Context: an optimization exercise on an open-source flow, tuned for small area, a short achievable clock period and few clock cycles per item. The choices shown serve that exercise and are no tape-out recipe. At most, simulation tests tie the RTL to the original design; equivalence was not proved. Power is estimated from default activity; no workload was simulated.

the baseline:
Design sensor_reading_band_statistics, start of the top module:
module sensor_reading_band_statistics #(
    parameter int unsigned MAX_READINGS = 1024
) (
    input  wire logic               i_clk,
    input  wire logic               i_rst_n,
    input  wire logic               i_valid,
    output logic                    o_ready,
    input  wire logic signed [15:0] i_reading,
    input  wire logic               i_last,
    output logic                    o_valid,
    input  wire logic               i_ready,
    output logic [LIMIT_W-1:0]      o_min_reading,
    output logic [LIMIT_W-1:0]      o_max_reading,
    output logic [LIMIT_W-1:0]      o_avg_reading,
    output logic [CNT_W-1:0]        o_valid_count,
    output logic [CNT_W-1:0]        o_skipped_count,
    output logic [CNT_W-1:0]        o_normal_count,
    output logic [CNT_W-1:0]        o_warning_count,
    output logic [CNT_W-1:0]        o_critical_count,
    output logic [CNT_W-1:0]        o_shutdown_count,
    output logic [POS_W-1:0]        o_first_alarm_index,
    output logic                    o_alarm_seen,
  ...
For scale: about 1,700 cells after synthesis, ~380 flip-flops, roughly 220 I/O pins, roughly 18,000 um^2 of cells after synthesis.
export LEC_CHECK = 0
export CAP_MARGIN = 20
export CORE_MARGIN = 2
export CORE_UTILIZATION = 40
export CTS_BUF_LIST = sky130_fd_sc_hd__clkbuf_4
export SETUP_SLACK_MARGIN = 3.4
export SLEW_MARGIN = 20
create_clock -name core_clock -period 6.0 [get_ports {i_clk}]
standard.sh (not shown) runs the stock make flow with config.mk's settings and CLKGATE_MAP_FILE= SYNTH_SCRIPT=/design/flow/synth_recipe.tcl, a recipe that flattens the netlist after the stock synthesis.
==> flow/flow/run.sh <==
#!/bin/bash
# The standard layout, with plain buffers (buf_2) on the ports instead of the
# delay cells that buffer_ports picks by default. Every port still gets its buffer.
set -euo pipefail
bash standard.sh BUFFER_PORTS_ARGS="-buffer_cell sky130_fd_sc_hd__buf_2" finish > standard_flow.log 2>&1
Edits applied to the flow inputs when going from the baseline to the candidate:
- clearing CTS_BUF_LIST, which used to be sky130_fd_sc_hd__clkbuf_4
Findings:
- Diff the baseline -> the candidate: average via count per standard cell grew by about 2%; routing usage on met1 rose 0.58 points.
- The proportion of cell area occupied by registers in the candidate was higher than what the baseline gave.
- Global-route usage: lower on the candidate
- The flow did not stop early for the candidate: all stages ran, and the layout cleared the timing, DRC and antenna checks.
- For the count of clock-buffer cells in the layout, the candidate came in 58% lower than the baseline did.
- Final cell area: the candidate below the baseline
- The clock power of the candidate was inferior to that of the baseline.
- Re combinational power share: the candidate is 0.5 points down on the baseline.
- [the candidate vs the baseline] post-synthesis to final-layout area growth: lower in the candidate
No functional check of the RTL was part of any run of this note.

* * *

Another version of the RTL of sensor_reading_band_statistics (not shown whole).
For scale: roughly 380 flip-flops, about 220 I/O pins, ~19000 um2 of cells after synthesis.
clock: 6.0 ns
lec_check: 0
abc_clock_period_in_ps: 2500
cap_margin: 20
core_margin: 2
core_utilization: 40
setup_slack_margin: 3.4
slew_margin: 20
run.sh (not shown) runs the stock make flow with config.mk's settings and CLKGATE_MAP_FILE= SYNTH_SCRIPT=/design/flow/synth_recipe.tcl, a recipe that flattens the netlist after the stock synthesis.
Stock flow here: none of the scripts above is used.
Next try:
ABC_CLOCK_PERIOD_IN_PS = unset   (was 2500)
Outcome: The new run passed the timing, DRC and antenna checks. Power does not change. Sequential power is about the same. Wire length stays the same. Final area is unchanged. Critical path depth does not change. Setup slack is unchanged. Register-to-register slack hardly moves. Worst hold slack does not change.
No run of this note included a check of the RTL's function; only the layout flow was run.

* * *

== run 1 ==
sensor_reading_band_statistics, a different RTL version from the one above (not shown whole).
Size: ~1800 cells after synthesis, about 390 flip-flops, ~18000 µm² of cells after synthesis.
clock: 6.0 ns
lec_check: 0
abc_area: 1
cap_margin: 20
core_margin: 2
core_utilization: 72
cts_cluster_diameter: 60
cts_cluster_size: 24
setup_slack_margin: 3.5
slew_margin: 20
standard.sh (not shown) runs the stock make flow with config.mk's settings and CLKGATE_MAP_FILE= SYNTH_SCRIPT=/design/flow/synth_recipe.tcl, a recipe that flattens the netlist after the stock synthesis.
Scripts as last shown in full above: flow/flow/run.sh
Testbench counts of run 1, summed over its fixed seeds: cycles 13,449, batches 384.
Inputs modified between run 1 and run 2:
- a change of CTS_CLUSTER_SIZE from 24 to 30
- a change of CTS_CLUSTER_DIAMETER from 60 to 70
- a change of CORE_UTILIZATION from 72 to 65
Notes after the runs:
Compare run 2 and run 1 | number of stages on the worst setup path lower: run 1
Delta(final net count, run 2 - run 1) < 0
Compared with run 1, in run 2 cell count grew by 33, met2 routed wirelength shrank by 13%.

* * *

sensor_reading_band_statistics, a different RTL version from the one above (not shown whole).
Size: ~1600 cells after synthesis, roughly 380 flip-flops.
export LEC_CHECK = 0
export CAP_MARGIN = 20
export CORE_MARGIN = 2
export CORE_UTILIZATION = 65
export CTS_CLUSTER_DIAMETER = 60
export CTS_CLUSTER_SIZE = 24
export SETUP_SLACK_MARGIN = 3.4
export SLEW_MARGIN = 20
create_clock -name core_clock -period 6.0 [get_ports {i_clk}]
Scripts as last shown in full above: flow/flow/run.sh
Testbench counts at the start, summed over its fixed seeds: cycles 13,449, batches 384.
Edit:
- CORE_UTILIZATION: 65 -> 40
- CTS_CLUSTER_DIAMETER: 60 -> default
- CTS_CLUSTER_SIZE: 24 -> default
- SETUP_SLACK_MARGIN: 3.4 -> 3.0
Effect: The new run went through all stages and came out clean. Count of clock-buffer cells in the layout is higher by 15. Area after synthesis does not change. Worst setup slack degrades by 0.23 ns. Clock skew is lower by 0.0033 ns. Power is higher by 6.8%. Combinational power is lower by about 2%. Sequential power hardly moves. Wire length is higher by 7.5%.
Edit:
- CORE_UTILIZATION: 40 -> 65
- CTS_CLUSTER_DIAMETER: default -> 60
- CTS_CLUSTER_SIZE: default -> 24
- SETUP_SLACK_MARGIN: 3.0 -> 3.6
Result: Setup slack gains 0.22 ns. Total power falls by about 8%. Cell count falls by about 8%. Design area rises by 0.34%. Routed wire length falls by about 3%. Count of clock-buffer cells in the layout falls by 11.

* * *

== old ==
Another version of the RTL of sensor_reading_band_statistics (not shown whole).
For scale: ~380 flip-flops.
clock: 6.0 ns
lec_check: 0
cap_margin: 20
core_margin: 2
core_utilization: 40
slew_margin: 20
run.sh (not shown) runs the stock make flow with config.mk's settings and CLKGATE_MAP_FILE= SYNTH_SCRIPT=/design/flow/synth_recipe.tcl, a recipe that flattens the netlist after the stock synthesis.
Stock flow here: none of the scripts above is used.
Both conditions hold for old: the flow ran to the end and the final layout passed the timing, DRC and antenna checks.
Testbench counts of old, summed over its fixed seeds: cycles 13,449, batches 384.
Input changes introduced in new (baseline for comparison: old):
-- flow/config.mk --
<<< old, line 9
export CORE_MARGIN = 2
export CORE_UTILIZATION = 40
export SLEW_MARGIN = 20
>>> new, line 9
export CORE_MARGIN = 2
export CORE_UTILIZATION = 40
export SETUP_SLACK_MARGIN = 3.0
export SLEW_MARGIN = 20
## What came out
- new vs old, non-clock buffer count went up by 143.
- Looking at clock-buffer cell count, new sits 13% above old.
- The higher total length of routed wires of old and new is in new.
- Compared with old, placement density in the core of new is higher.
- Worst hold slack ends up higher on new.
- Clock insertion delay at the later pin of the skew report across old and new: no real change.
- Critical path depth in new is 2 below old.
- old ended up with u_dp.r_in_rd[14] as its source of the critical timing path; new ended up with u_dp.r_in_rd[8].
- Total power in new is about 2.6% above old.

==> separate check: timing with driven ports <==
The results above use ideal ports. As a check the final layouts listed here were re-extracted and re-timed, cells and wires unchanged.
Step 1 assumes that a clkbuf_16 drives the clock port and a buf_2 every other input.
Step 2 adds t to the input delays and takes it off the output delays; t is the mean of the earliest and latest rising clock arrival at the registers after step 1. Input paths then give back, and output paths get back, about the clock's delay inside the block.
Slacks: ideal ports / drivers / drivers and shift; pairs: ideal ports / drivers.
run | t, ns | setup WS [ns] | worst setup path after step 2 | worst slew at a driven data input, ns
the baseline | 0.858 | 3.154 / 3.154 / 2.881 | input to register | 0.11
the candidate | 0.604 | 3.205 / 3.205 / 2.891 | input to register | 0.11
the first run of note 2 | 0.615 | 3.301 / 3.333 / 2.718 | input to register | 0.09
the second run of note 2 | 0.615 | 3.301 / 3.333 / 2.718 | input to register | 0.09
run 1 | 0.612 | 3.454 / 3.454 / 3.023 | input to register | 0.05
run 2 | 0.579 | 3.575 / 3.575 / 3.055 | input to register | 0.07
the first run of note 4 | 0.623 | 3.541 / 3.531 / 2.974 | input to register | 0.04
the second run of note 4 | 0.620 | 3.312 / 3.312 / 2.825 | input to register | 0.07
the third run of note 4 | 0.621 | 3.536 / 3.486 / 3.091 | input to register | 0.07
old | 0.613 | 1.743 / 1.743 / 1.743 | register to register | 0.04
new | 0.622 | 2.481 / 2.481 / 2.481 | register to register | 0.04
After both steps every run listed still meets setup and hold.
